From an optimization exercise on the open Yosys and OpenROAD flow, aimed at small area, a short achievable clock period and few clock cycles per item; shortcuts taken in it are not production practice. RTL that was checked went through simulation tests only; none was proved equivalent to the original.

## old
## angle_to_cursor_calibrated_mapper_top
module angle_to_cursor_calibrated_mapper_top (
   input  logic        clock,
   input  logic        reset,
   input  logic        req_tvalid,
   output logic        req_tready,
   input  logic [23:0] req_tdata,    
   input  logic [2:0]  req_tuser,    
   output logic        rsp_tvalid,
   input  logic        rsp_tready,
   output logic [39:0] rsp_tdata,    
   output logic [0:0]  rsp_tuser,    
   input  logic        csr_we,
   input  logic [1:0]  csr_index,
   input  logic [13:0] csr_wdata
);
==> flow/config.mk <==
export PLATFORM = sky130hd
export DESIGN_NAME = angle_to_cursor_calibrated_mapper_top
export DESIGN_NICKNAME = angle_to_cursor_calibrated_mapper_top
export VERILOG_FILES = /design/flow/design.v
export SDC_FILE = /design/flow/constraint.sdc
export NUM_CORES = 4
export LEC_CHECK = 0
export ABC_AREA = 1
export CAP_MARGIN = 20
export CORE_MARGIN = 2
export CORE_UTILIZATION = 40
export SETUP_SLACK_MARGIN = 4
export SLEW_MARGIN = 20
export SYNTH_HIERARCHICAL = 1
==> flow/constraint.sdc <==
create_clock -name core_clock -period 7.5 [get_ports {clock}]
set_input_delay 1.5000 -clock core_clock [delete_from_list [all_inputs] [get_ports {clock}]]
set_output_delay 1.5000 -clock core_clock [all_outputs]
set_load 0.01 [all_outputs]
run.sh (not shown) runs the stock make flow with config.mk's settings and CLKGATE_MAP_FILE= SYNTH_SCRIPT=/design/flow/synth_recipe.tcl, a recipe that flattens the netlist after the stock synthesis.
Testbench counts of old, summed over its fixed seeds: cycles 2,512, items 2,400.
The following lists how new was set up differently from old:
Settings: ABC_AREA removed (was 1); SETUP_SLACK_MARGIN changed from 4 to 4.2.
Notes after the runs:
[compare] base=old new=new: final cycle utilization of the critical path grew by 2.1 points, clock-buffer cell count shrank by about 11%, via count of the routed design shrank by 9021, share of the core filled with cells in the final layout grew by 3.4 points. Detailed-route wire length down 16 mm in new wrt old. Post-route worst setup slack in new is 0.16 ns lower than in old. Compared with old, new shows a gate count of the mapped netlist that is about 30% lower.

========
raven:
Another version of the RTL of angle_to_cursor_calibrated_mapper_top (not shown whole).
Size: ~9,000 cells after synthesis, ~91 I/O pins, ~75,000 sq um of cells after synthesis.
==> flow/config.mk <==
export PLATFORM = sky130hd
export DESIGN_NAME = angle_to_cursor_calibrated_mapper_top
export DESIGN_NICKNAME = angle_to_cursor_calibrated_mapper_top
export VERILOG_FILES = /design/flow/design.v
export SDC_FILE = /design/flow/constraint.sdc
export NUM_CORES = 4
export LEC_CHECK = 0
export ABC_AREA = 1
export CAP_MARGIN = 20
export CORE_MARGIN = 2
export CORE_UTILIZATION = 40
export CTS_BUF_LIST = sky130_fd_sc_hd__clkbuf_8
export SETUP_SLACK_MARGIN = 4.0
export SLEW_MARGIN = 20
export SYNTH_HIERARCHICAL = 1
==> flow/constraint.sdc <==
create_clock -name core_clock -period 7.5 [get_ports {clock}]
set_input_delay 1.5000 -clock core_clock [delete_from_list [all_inputs] [get_ports {clock}]]
set_output_delay 1.5000 -clock core_clock [all_outputs]
set_load 0.01 [all_outputs]
Input changes introduced in violet (baseline for comparison: raven):
- putting PLACE_DENSITY at 0.72 where nothing was set
- swapping 4.0 for 3.9 in SETUP_SLACK_MARGIN
- swapping 40 for 60 in CORE_UTILIZATION
Notes after the runs:
- violet finished every step from synthesis to the final layout, and the layout passed the timing, design-rule and antenna checks.
- Relative to raven, the number of vias per cell after detailed routing of violet is higher by 0.42.
- Comparing raven against violet, there is no change at all in max-slew violation count.
- Slack of the critical path delta for violet relative to raven: 120 ps lower
- Relative to raven, the number of nets in the final layout measured on violet has decreased slightly.
- End point of the critical path = u_back.wx_ff[0][20]: violet; end point of the critical path = u_back.wx_ff[4][0]: raven
- Diff violet and raven: area overhead of the layout relative to synthesis higher in raven
- The higher global-route usage of violet and raven is in violet.
- Diff raven -> violet | area enclosed by the die boundary | down by more than a quarter
- raven was larger in final cell area than violet.
- In the flow results for violet and raven, the buffering overhead is larger on raven.
Function was not checked in any run of this note: the RTL went through the layout flow alone.

==> afterwards: timing with drivers on the ports <==
In the flow no input, the clock included, has a driving cell. The finished layouts below were timed again as built, in two steps.
Step 1 (the two cells are an assumption about what drives the block):
set clk [get_ports {clock}]
set_driving_cell -lib_cell sky130_fd_sc_hd__clkbuf_16 $clk
set_driving_cell -lib_cell sky130_fd_sc_hd__buf_2 [delete_from_list [all_inputs] $clk]
Step 2, shift: input delay + t, output delay - t, t = (earliest + latest rising clock arrival at the registers) / 2. This alone moves slack from input paths to output paths.
Slacks: ideal ports / drivers / drivers and shift; pairs: ideal ports / drivers.
run	t, ns	setup slack, ns	worst setup path at the end	worst register clock-pin slew, ns	worst slew at a driven data input, ns
old	0.828	4.106 / 4.032 / 3.417	input to register	0.06 / 0.06	0.05
new	0.807	3.948 / 3.948 / 3.617	input to register	0.07 / 0.07	0.09
raven	0.982	4.125 / 4.079 / 3.698	input to register	0.08 / 0.08	0.20
violet	0.939	4.009 / 4.009 / 3.867	input to register	0.07 / 0.07	0.16
After both steps setup and hold are still met in every run listed. For old, which loses most, drivers alone change the setup slack by -0.074 ns; drivers and shift together by -0.689 ns.
